This design comes from an exercise in tuning for small area, a short achievable clock period and few clock cycles per item on the open sky130 flow, not from production work.
The RTL was checked by simulation tests, not by an equivalence proof against the original design.
Power figures rest on the tool's default switching activity, not on a simulated workload.

==> flow/run.sh <==
#!/bin/bash
# synth_recipe.tcl (not shown) runs the flow's synth.tcl, then flattens the netlist and writes it again
# the make line also repeats each setting of config.mk as NAME=value (left out here)
make -C /OpenROAD-flow-scripts/flow DESIGN_CONFIG=/design/flow/config.mk WORK_HOME=/design/flow/orfs CLKGATE_MAP_FILE= SYNTH_SCRIPT=/design/flow/synth_recipe.tcl finish
==> flow/config.mk <==
export PLATFORM = sky130hd
export DESIGN_NAME = cp1_responder
export DESIGN_NICKNAME = cp1_responder
export VERILOG_FILES = /design/flow/design.v
export SDC_FILE = /design/flow/constraint.sdc
export NUM_CORES = 4
export LEC_CHECK = 0
export CAP_MARGIN = 20
export CORE_MARGIN = 2
export CORE_UTILIZATION = 40
export SLEW_MARGIN = 20
==> flow/constraint.sdc <==
create_clock -name core_clock -period 7.0 [get_ports {clk}]
set_input_delay 1.4000 -clock core_clock [delete_from_list [all_inputs] [get_ports {clk}]]
set_output_delay 1.4000 -clock core_clock [all_outputs]
set_load 0.01 [all_outputs]
==> flow/design.v <==
module cp1_responder #(
    parameter int NREG = 32,
    parameter int W    = 32
) (
    input  logic                    clk,
    input  logic                    rst,
    input  logic                    flag_clr,
    output logic                    flag_ovf,
    output logic                    flag_unf,
    input  logic                    req_valid,
    output logic                    req_ready,
    input  logic [1:0]              req_op,
    input  logic [$clog2(NREG)-1:0] req_fd,
    input  logic [$clog2(NREG)-1:0] req_fs,
    input  logic [$clog2(NREG)-1:0] req_ft,
    input  logic [W-1:0]            req_wdata,
    output logic                    rsp_valid,
    output logic [W-1:0]            rsp_data
);
    localparam int IW = $clog2(NREG);
    localparam logic [1:0] OP_ADD_S = 2'b00;
    localparam logic [1:0] OP_SUB_S = 2'b01;
    localparam logic [1:0] OP_MTC1  = 2'b10;
    localparam logic [1:0] OP_MFC1  = 2'b11;
    typedef enum logic [2:0] {
        S_IDLE,
        S_UNPACK,
        S_ALIGN,
        S_ADD,
        S_NORM
    } state_t;
    state_t        state_q, state_d;
    logic [W-1:0]  rf_q [NREG];
    logic          rf_we;
    logic [IW-1:0] rf_waddr;
    logic [W-1:0]  rf_wdata;
    logic [W-1:0]  op_a_q, op_a_d, op_b_q, op_b_d;
    logic          is_sub_q, is_sub_d;
    logic [IW-1:0] fd_q, fd_d;
    logic          sign_big_q, sign_big_d, sign_small_q, sign_small_d;
    logic [7:0]    exp_big_q, exp_big_d, exp_small_q, exp_small_d;
    logic [23:0]   man_big_q, man_big_d, man_small_q, man_small_d;
    logic [24:0]   sum_q, sum_d;
    logic          rsp_valid_q, rsp_valid_d;
    logic [W-1:0]  rsp_data_q, rsp_data_d;
    logic          b_sign;
    logic [23:0]   a_man, b_man;
    logic [30:0]   a_mag, b_mag;
    logic [7:0]    align_shift;
    logic [4:0]    lzc;
    logic          lzc_found;
    logic [23:0]   norm_shifted;
    logic          norm_zero, norm_ovf, norm_unf;
    logic [W-1:0]  norm_result;
    always_comb begin
        b_sign = op_b_q[31] ^ is_sub_q;
        a_man  = (op_a_q[30:23] == 8'd0) ? 24'd0 : {1'b1, op_a_q[22:0]};
        b_man  = (op_b_q[30:23] == 8'd0) ? 24'd0 : {1'b1, op_b_q[22:0]};
        a_mag  = {op_a_q[30:23], a_man[22:0]};
        b_mag  = {op_b_q[30:23], b_man[22:0]};
        align_shift = exp_big_q - exp_small_q;
    end
    always_comb begin
        lzc       = 5'd0;
        lzc_found = 1'b0;
        for (int i = 23; i >= 0; i--) begin
            if (!lzc_found && sum_q[i]) begin
                lzc       = 5'(23 - i);
                lzc_found = 1'b1;
            end
        end
        norm_shifted = sum_q[23:0] << lzc;
        norm_zero    = (sum_q == 25'd0);
        norm_ovf     = sum_q[24] && (exp_big_q >= 8'd254);
        norm_unf     = !sum_q[24] && !norm_zero && (exp_big_q <= {3'b000, lzc});
        if (norm_zero) begin
            norm_result = '0;
        end else if (norm_ovf) begin
            norm_result = {sign_big_q, 8'hFF, 23'd0};
        end else if (sum_q[24]) begin
            norm_result = {sign_big_q, exp_big_q + 8'd1, sum_q[23:1]};
        end else if (norm_unf) begin
            norm_result = {sign_big_q, 31'd0};
        end else begin
            norm_result = {sign_big_q, exp_big_q - {3'b000, lzc}, norm_shifted[22:0]};
        end
    end
    always_comb begin
        state_d      = state_q;
        rf_we        = 1'b0;
        rf_waddr     = req_fd;
        rf_wdata     = req_wdata;
        op_a_d       = op_a_q;
        op_b_d       = op_b_q;
        is_sub_d     = is_sub_q;
        fd_d         = fd_q;
        sign_big_d   = sign_big_q;
        sign_small_d = sign_small_q;
        exp_big_d    = exp_big_q;
        exp_small_d  = exp_small_q;
        man_big_d    = man_big_q;
        man_small_d  = man_small_q;
        sum_d        = sum_q;
        rsp_valid_d  = 1'b0;
        rsp_data_d   = rsp_data_q;
        case (state_q)
            S_IDLE: begin
                if (req_valid) begin
                    case (req_op)
                        OP_MTC1: begin
                            rf_we        = 1'b1;
                            rf_waddr     = req_fd;
                            rf_wdata     = req_wdata;
                            rsp_valid_d  = 1'b1;
                            rsp_data_d   = req_wdata;
                        end
                        OP_MFC1: begin
                            rsp_valid_d = 1'b1;
                            rsp_data_d  = rf_q[req_fs];
                        end
                        default: begin
                            op_a_d   = rf_q[req_fs];
                            op_b_d   = rf_q[req_ft];
                            is_sub_d = (req_op == OP_SUB_S);
                            fd_d     = req_fd;
                            state_d  = S_UNPACK;
                        end
                    endcase
                end
            end
            S_UNPACK: begin
                if (b_mag > a_mag) begin
                    sign_big_d   = b_sign;
                    exp_big_d    = op_b_q[30:23];
                    man_big_d    = b_man;
                    sign_small_d = op_a_q[31];
                    exp_small_d  = op_a_q[30:23];
                    man_small_d  = a_man;
                end else begin
                    sign_big_d   = op_a_q[31];
                    exp_big_d    = op_a_q[30:23];
                    man_big_d    = a_man;
                    sign_small_d = b_sign;
                    exp_small_d  = op_b_q[30:23];
                    man_small_d  = b_man;
                end
                state_d = S_ALIGN;
            end
            S_ALIGN: begin
                man_small_d = (align_shift >= 8'd25) ? 24'd0 : (man_small_q >> align_shift);
                state_d     = S_ADD;
            end
            S_ADD: begin
                if (sign_big_q != sign_small_q) begin
                    sum_d = {1'b0, man_big_q} - {1'b0, man_small_q};
                end else begin
                    sum_d = {1'b0, man_big_q} + {1'b0, man_small_q};
                end
                state_d = S_NORM;
            end
            S_NORM: begin
                rf_we       = 1'b1;
                rf_waddr    = fd_q;
                rf_wdata    = norm_result;
                rsp_valid_d = 1'b1;
                rsp_data_d  = norm_result;
                state_d     = S_IDLE;
            end
            default: state_d = S_IDLE;
        endcase
    end
    always_ff @(posedge clk) begin
        if (rst) begin
            state_q      <= S_IDLE;
            op_a_q       <= '0;
            op_b_q       <= '0;
            is_sub_q     <= 1'b0;
            fd_q         <= '0;
            sign_big_q   <= 1'b0;
            sign_small_q <= 1'b0;
            exp_big_q    <= '0;
            exp_small_q  <= '0;
            man_big_q    <= '0;
            man_small_q  <= '0;
            sum_q        <= '0;
            rsp_valid_q  <= 1'b0;
            rsp_data_q   <= '0;
        end else begin
            state_q      <= state_d;
            op_a_q       <= op_a_d;
            op_b_q       <= op_b_d;
            is_sub_q     <= is_sub_d;
            fd_q         <= fd_d;
            sign_big_q   <= sign_big_d;
            sign_small_q <= sign_small_d;
            exp_big_q    <= exp_big_d;
            exp_small_q  <= exp_small_d;
            man_big_q    <= man_big_d;
            man_small_q  <= man_small_d;
            sum_q        <= sum_d;
            rsp_valid_q  <= rsp_valid_d;
            rsp_data_q   <= rsp_data_d;
        end
    end
    always_ff @(posedge clk) begin
        if (rst) begin
            for (int i = 0; i < NREG; i++) rf_q[i] <= '0;
        end else if (rf_we) begin
            rf_q[rf_waddr] <= rf_wdata;
        end
    end
    assign req_ready = (state_q == S_IDLE);
    assign rsp_valid = rsp_valid_q;
    assign rsp_data  = rsp_data_q;
    logic flag_ovf_q, flag_ovf_d, flag_unf_q, flag_unf_d;
    always_comb begin
        flag_ovf_d = flag_ovf_q;
        flag_unf_d = flag_unf_q;
        if (flag_clr) begin
            flag_ovf_d = 1'b0;
            flag_unf_d = 1'b0;
        end
        if (state_q == S_NORM) begin
            if (norm_ovf) flag_ovf_d = 1'b1;
            if (norm_unf) flag_unf_d = 1'b1;
        end
    end
    always_ff @(posedge clk) begin
        if (rst) begin
            flag_ovf_q <= 1'b0;
            flag_unf_q <= 1'b0;
        end else begin
            flag_ovf_q <= flag_ovf_d;
            flag_unf_q <= flag_unf_d;
        end
    end
    assign flag_ovf = flag_ovf_q;
    assign flag_unf = flag_unf_q;
endmodule
==> results.cfg <==
[synthesis]
syn_nets = 5352
synth.area.top_cells = edfxtp_1 (46%), mux4_2 (22%), nor2_1 (6.9%)
synth_top_area_share_pct = 45.7
ys_seq_area_share_pct = 51.7
yosysUniqueCellTypes = 104
syn_area_um2 = 67200
async_flop_share_pct = 0
synth_enable_flop_cells = 1024
synth_cells = 5226
synth-main-ff-cell = edfxtp_1
synthTopCellsByCount = nor2_1 (1232), edfxtp_1 (1024), mux4_2 (644)
ys_warn_count = 1
syn_avg_cell_area_um2 = 12.9
yosys_register_bits = 1223
synth_area_leader_cell = edfxtp_1
synth.most_common_cell = nor2_1

[sta]
clock_skew_ns = 0.0571
timing.fmax_ghz = 0.171
fin_setup_tns_ns = 0
post-route-min-period_ns = 5.86
period_share_pct = 83.8
hold_ws_ns = 0.465
hold_viol = 0
maxSlewViolCount = 0
tightest_slew_ns = 1.19
rsz0062_at_grt = false
setup_viol = 0
maxSlewHeadroom_pct = 21.0

[pwr]
pwr-share-comb_pct = 20.8
max-vdd-ir-drop_uv = 270
switchingPower_mw = 5.97
internal_power_mw = 13.8
clockPowerShare_pct = 36.7
power.density_nw_per_um2 = 263
leakage_nw = 26.3
power_frac_seq_pct = 42.5
switching_share_pct = 30.2

[clock_network]
postCtsSetupBuffers = 0
ctsRootBufferMaster = clkbuf_16
cts_buffer_depth = 3
cts_hold_buffers = 0
clk_latency_ns = 0.81
htreeDepth = 4
cts_resized = 0
path_clk_slew_ns = 0.06
cts_tree = built
clkSinkCount = 1223
numCtsBuffers = 134

[layout]
fin_nets = 5262
num-fill-cells = 15100
finalNonFillerCells = 7444
stdcell_area_um2 = 75300
drive_above_1_share_pct = 24.6
utilization_pct = 45.1
area_delta_synth_final_pct = 12.0

[routing]
wl_per_cell_um = 33.6
drtPass1Iterations = 5
dr_wl_met3_um = 29800
top_layer = met5
drc = 0
wl_um = 250000
ant_nets = 0
wl_met1_um = 91700
drt_iter0_drc = 7477
routed-wl-met2_um = 117000
num_vias = 48600
avgViaCountPerCell = 6.53

[setup_path]
worstPathRequired_ns = 7.51
end_kind = flip-flop
arrival_ns = 6.37
worstPathMaxFanout = 32
startpoint_type = flip-flop
worstSetupPathType = flip-flop to flip-flop

[place]
dp_cells = 7204
hpwlAfterDp_um = 159000
io_buffers = 88
routabilityCongestion = 0.947
place_area_um2 = 70800

[floorplan]
num_rows = 150
fp.dieW_um = 414
dieArea_um2 = 171000
initial_core_util_pct = 40.2
coreArea_um2 = 167000
ios = 89
fp.dieH_um = 414

[grt]
antenna_found_initial = 5
grt_pass1_vias = 46600
grt_max_degree = 80
gr-total-overflow = 0
grt_pass1_wl_um = 351000
grt_use_total_pct = 29.1

[worst_hold_path]
hold_class = flip-flop to flip-flop

[run]
maxCapViolations = 0

[run_status]
status = finished clean
[cell usage in the layout, fill, tap and decap left out, types with 77 or more instances in the layout]
cell / count
mux2i_1: 131
a21oi_1: 163
nor2_1: 1232
edfxtp_1: 1024
clkdlybuf4s50_1: 77
nor3_1: 88
o21ai_0: 89
a211oi_1: 142
mux4_2: 644
buf_4: 175
dfxtp_1: 199
nand2_1: 188
clkbuf_16: 136
[final cells by class]
| cell class | count | area (um^2) | area share (%) |
|---|---|---|---|
| Antenna cell | 3 | 7.51 | 0.00997 |
| Clock buffer | 170 | 3580 | 4.75 |
| Clock inverter | 67 | 836 | 1.11 |
| Inverter | 73 | 277 | 0.367 |
| Multi-Input combinational cell | 3422 | 30500 | 40.5 |
| Sequential cell | 1223 | 34700 | 46.1 |
| Tap cell | 2204 | 2760 | 3.66 |
| Timing Repair Buffer | 282 | 2610 | 3.47 |
[flip-flops by register name, indices dropped and copies added, names as in the netlist, 3 cells and up]
register     flops
man_small_q     24
rf_q          1024
fd_q             5
exp_small_q      8
op_a_q          32
state_q          3
man_big_q       24
op_b_q          32
sum_q           25
rsp_data_q      32
exp_big_q        8
[logic make-up (layout without fill, tap and decap cells)]
family	Yosys count	after routing	synth area share (%)
AND/OR/NAND/NOR	1869	1869	12.4
buffers and inverters	581	592	3.60
other	0	3	0
XOR/XNOR	56	56	0.730
adder cells (fa/ha/maj)	73	73	1.39
AO/OA/AOI/OAI	637	637	6.52
multiplexers	787	787	23.7
flip-flops	1223	1223	51.7
[layer usage]
metal	track usage, %	vias up
met5	0	-
li1	-	19700
met1	38.2	24900
met4	12.2	2
met2	46.0	3371
met3	7.32	574
[path summary, 6_finish.rpt]
check	startpoint	end	slack, ns	depth (start not counted)
max reg2reg	sum_q[8]	rf_q[4][13]	1.14	17
min	fd_q[0]	fd_q[0]	0.47	2
max	sum_q[8]	rf_q[4][13]	1.14	17
min reg2reg	fd_q[0]	fd_q[0]	0.47	2
[through the flow]
stage | setup slack (ns) | power (mW)
5_1_grt | 0.678 | 20.4
4_1_cts | 1.23 | 19.8
6_report | 1.14 | 19.8
3_5_place_dp | 1.25 | 12.6
2_1_floorplan | 1.91 | 11.2
3_3_place_gp | 1.41 | 12.6
[critical path, cell delays in order, from the launching register on]
cell	delay, ns
dfxtp_1	0.47
nor4_4	0.56
nand4_2	0.27
o21a_1	0.53
nand3_4	0.36
ha_1	0.25
fa_1	0.22
nor2b_1	0.07
o31a_1	0.27
o31a_1	0.28
nor4_1	0.58
buf_4	0.25
nor3_1	0.11
nand2_1	0.16
o221ai_2	0.12
a222oi_1	0.61
buf_12	0.29
nor2_1	0.07
[power groups by stage]
stage | Sequential [mW] | Clock, mW | Combinational, mW
floorplan | 8.46 | 0 | 2.72
global placement | 8.54 | 0 | 4.03
detailed placement | 8.56 | 0 | 4.04
CTS | 8.40 | 7.30 | 4.05
global route | 8.44 | 7.57 | 4.35
finish | 8.41 | 7.26 | 4.12
Testbench counts, summed over its fixed seeds: cycles 16,312, ops 4,800.

-- re-timing with driven ports --
The results above use ideal ports. As a check the final layout listed here was re-extracted and re-timed, cells and wires unchanged. Step 1 sets driving cells, clkbuf_16 on the clock port and buf_2 on the other inputs (assumed; they add their load-dependent delay and slew). Step 2 moves the port delays by t, midway between the first and last clock arrival at a register: inputs arrive t later, outputs are due t later. That takes back most of the time a late clock gives input paths. Three values: ideal ports, drivers, drivers and shift; two values: the first two.
t, ns: 0.867
setup WS [ns]: 1.137 / 1.137 / 1.137
hold WS [ns]: 0.465 / 0.465 / 0.465
clock arrival spread, ns: 0.059 / 0.059
slew at the worst register clock pin (ns): 0.07 / 0.07
After both steps this run still meets setup and hold. The setup slack of this run moves by 0.000 ns with the drivers and by 0.000 ns with both steps.
